This is an optimization exercise on Yosys and OpenROAD, whose aim is small area, a short achievable clock period and few clock cycles per item, not a production implementation.
Where RTL was checked, it was by simulation tests only, not by an equivalence proof against the original.

==> flow/design.v (excerpt) <==
module julia_render #(
    parameter int H_PIXELS = 64,
    parameter int V_PIXELS = 48,
    parameter int MAX_ITER = 255,
    parameter int FRAC     = 14
) (
    input  logic               clock,
    input  logic               reset,
    input  logic               valid,
    input  logic signed [17:0] c_real,
    input  logic signed [17:0] c_comp,
    input  logic signed [17:0] x,
    input  logic signed [17:0] y,
    input  logic signed [17:0] scale,
    output logic [18:0]        wr_addr,
    output logic [7:0]         wr_data,
    output logic               wr_en,
    input  logic               wr_ready,
    output logic               busy,
    output logic               done
);
Settings: LEC_CHECK=0, CAP_MARGIN=20, CORE_MARGIN=2, CORE_UTILIZATION=70, SLEW_MARGIN=20; clock period 12.0 ns.
standard.sh (not shown) runs the stock make flow with config.mk's settings and CLKGATE_MAP_FILE= SYNTH_SCRIPT=/design/flow/synth_recipe.tcl, a recipe that flattens the netlist after the stock synthesis.
==> flow/flow/run.sh <==
#!/bin/bash
set -euo pipefail
bash standard.sh SETUP_SLACK_MARGIN=8 "BUFFER_PORTS_ARGS=-buffer_cell sky130_fd_sc_hd__buf_1" finish > standard_make.log 2>&1
Testbench counts at the start, summed over its fixed seeds: cycles 1,323,491, pixels 98,304.
Next try:
==> flow/flow/run.sh (replaced) <==
#!/bin/bash
set -euo pipefail
bash standard.sh SETUP_SLACK_MARGIN=8 finish > standard_make.log 2>&1
- CORE_UTILIZATION: 70 -> 60
What happened: Final area rose by a few percent; clock-buffer cell count is unchanged; utilization fell by 9.8 points.
Next try:
==> flow/flow/run.sh (replaced) <==
#!/bin/bash
set -euo pipefail
bash standard.sh SETUP_SLACK_MARGIN=8 "BUFFER_PORTS_ARGS=-buffer_cell sky130_fd_sc_hd__buf_1" finish > standard_make.log 2>&1
The new run went through all stages and came out clean.
Worst hold slack gets worse by 12 ps.
Worst setup slack gets better by 31 ps.
Synthesized cell count is unchanged.
Non-clock buffer count drops by 13.
Next try:
==> flow/flow/run.sh (replaced) <==
#!/bin/bash
set -euo pipefail
bash standard.sh SETUP_SLACK_MARGIN=8 finish > standard_make.log 2>&1
- CORE_UTILIZATION: 60 -> 40
Global-route usage drops by 11 points.
Count of clock-buffer cells in the layout climbs by 6.
Wire length drops by 2.2%.
Cell area climbs by about 4%.
Utilization drops by 21 points.
Critical path depth drops by 8.
Sequential share of layout area drops by 1.0 points.
Hold slack is better by 9.3 ps.
Fmax stays flat.


julia_render, a different RTL version from the one above (not shown whole).
Size: ~120 I/O pins, roughly 33000 um2 of cells after synthesis.
Settings: LEC_CHECK=0, CAP_MARGIN=20, CORE_MARGIN=2, CORE_UTILIZATION=40, SLEW_MARGIN=20; clock period 12.0 ns.
==> flow/flow/run.sh <==
#!/bin/bash
set -euo pipefail
bash standard.sh SETUP_SLACK_MARGIN=8.3 finish > standard_make.log 2>&1
The first run ran to the end with no violations.
Change:
==> flow/flow/run.sh (replaced) <==
#!/bin/bash
set -euo pipefail
bash standard.sh SETUP_SLACK_MARGIN=8 finish > standard_make.log 2>&1
=>
- The new run completed without violations
- area after synthesis does not change
- synthesized cell count is unchanged
- final area drops by 3.5%
- hold slack stays flat
- global-route usage is lower by 1.4 points
No functional check of the RTL was part of any run of this note.


## v6
Another version of the RTL of julia_render (not shown whole).
For scale: ~470 flip-flops, roughly 120 I/O pins.
Settings: LEC_CHECK=0, CAP_MARGIN=20, CORE_MARGIN=2, CORE_UTILIZATION=40, SLEW_MARGIN=20; clock period 12.0 ns.
==> flow/flow/run.sh <==
#!/bin/bash
set -euo pipefail
bash standard.sh SETUP_SLACK_MARGIN=8 finish > standard_make.log 2>&1
v6 completed every stage of the flow, and the final layout passed the timing, design-rule and antenna checks.
Testbench counts of v6, summed over its fixed seeds: cycles 1,323,491, pixels 98,304.
[inputs] v7 vs v6
Settings: swapping 40 for 60 in CORE_UTILIZATION.
==> run summary <==
- Signed area change from the synthesized netlist to the final layout sits lower in v7 than in v6.
- Part of the cycle the worst path needs of v6 is on par with v7.
- Lower tightest slew margin relative to the limit among v6 and v7: v6
- The final worst-path setup slack number comes out lower for v7 vs v6.
- When v7 is set beside v6, its overall global routing resource usage turns out to be 10 points larger.
- Delta (v7 minus v6): number of non-clock inverters comparable, number of cells in the finished layout apart from fillers now smaller.


julia_render, a different RTL version from the one above (not shown whole).
Size in the first run: ~500 flip-flops, ~35000 sq um of cells after synthesis.
// julia_render
module julia_render #(
    parameter int H_PIXELS = 64,
    parameter int V_PIXELS = 48,
    parameter int MAX_ITER = 255,
    parameter int FRAC     = 14
) (
    input  logic               clock,
    input  logic               reset,
    input  logic               valid,
    input  logic signed [17:0] c_real,
    input  logic signed [17:0] c_comp,
    input  logic signed [17:0] x,
    input  logic signed [17:0] y,
    input  logic signed [17:0] scale,
    output logic [18:0]        wr_addr,
    output logic [7:0]         wr_data,
    output logic               wr_en,
    input  logic               wr_ready,
    output logic               busy,
    output logic               done
);
export LEC_CHECK = 0
export CAP_MARGIN = 20
export CORE_MARGIN = 2
export CORE_UTILIZATION = 40
export SLEW_MARGIN = 20
create_clock -name core_clock -period 12.0 [get_ports {clock}]
==> flow/flow/run.sh <==
#!/bin/bash
set -euo pipefail
bash standard.sh SETUP_SLACK_MARGIN=8.5 TNS_END_PERCENT=5 finish > standard_make.log 2>&1
Next try:
==> flow/run.sh (new file) <==
#!/bin/bash
# synth_recipe.tcl (not shown) runs the flow's synth.tcl, then flattens the netlist and writes it again
# the make line also repeats each setting of config.mk as NAME=value (left out here)
make -C /OpenROAD-flow-scripts/flow DESIGN_CONFIG=/design/flow/config.mk WORK_HOME=/design/flow/orfs CLKGATE_MAP_FILE= SYNTH_SCRIPT=/design/flow/synth_recipe.tcl finish
removed: flow/flow/run.sh
removed: flow/standard.sh
Outcome:
- worst hold slack degrades by 0.0088 ns
- via count went down by a few percent
- cell count went down by a few percent
- critical path depth went down by 5
- setup slack degrades by 0.99 ns
- area after synthesis is unchanged
- sequential share of layout area went up by 1.7 points
Function was not checked in any run of this note: the RTL went through the layout flow alone.

[static timing again, ports no longer ideal]
No port has a modelled driver above. Below, the same layouts with a new extraction and two added sets of constraints. Step 1: set_driving_cell puts a clkbuf_16 on clock and a buf_2 on each other input, an assumption about the parent block. Step 2 also shifts input and output timing later by t, the mid clock arrival at the registers, as if the neighbouring blocks saw the same clock. Three values: ideal, step 1, step 2; two values: the first two.
| run | t, ns | setup WS [ns] | worst hold slack (ns) | worst setup path at the end | slew at the worst register clock pin (ns) |
|---|---|---|---|---|---|
| the first run of note 1 | 0.655 | 8.043 / 8.043 / 7.532 | 0.326 / 0.326 / 0.326 | input to register | 0.07 / 0.07 |
| the second run of note 1 | 0.673 | 8.039 / 8.006 / 7.406 | 0.325 / 0.325 / 0.325 | input to register | 0.07 / 0.07 |
| the third run of note 1 | 0.671 | 8.069 / 8.077 / 7.438 | 0.313 / 0.313 / 0.313 | input to register | 0.06 / 0.06 |
| the fourth run of note 1 | 0.664 | 8.075 / 8.015 / 7.436 | 0.322 / 0.322 / 0.322 | input to register | 0.07 / 0.07 |
| the first run of note 2 | 0.695 | 7.844 / 7.844 / 7.782 | 0.326 / 0.326 / 0.326 | input to register | 0.07 / 0.07 |
| the second run of note 2 | 0.681 | 7.792 / 7.792 / 7.392 | 0.323 / 0.323 / 0.323 | input to register | 0.07 / 0.07 |
| v6 | 0.681 | 8.058 / 7.996 / 7.523 | 0.298 / 0.298 / 0.298 | input to register | 0.07 / 0.07 |
| v7 | 0.686 | 8.053 / 7.991 / 7.561 | 0.300 / 0.300 / 0.300 | input to register | 0.07 / 0.07 |
| the first run of note 4 | 0.693 | 7.496 / 7.496 / 7.496 | 0.321 / 0.321 / 0.321 | register to register | 0.07 / 0.07 |
| the second run of note 4 | 0.692 | 6.507 / 6.507 / 6.507 | 0.312 / 0.312 / 0.312 | register to register | 0.07 / 0.07 |
After both steps every run listed still meets setup and hold. For the fourth run of note 1, which loses most, drivers alone change the setup slack by -0.060 ns; drivers and shift together by -0.639 ns.
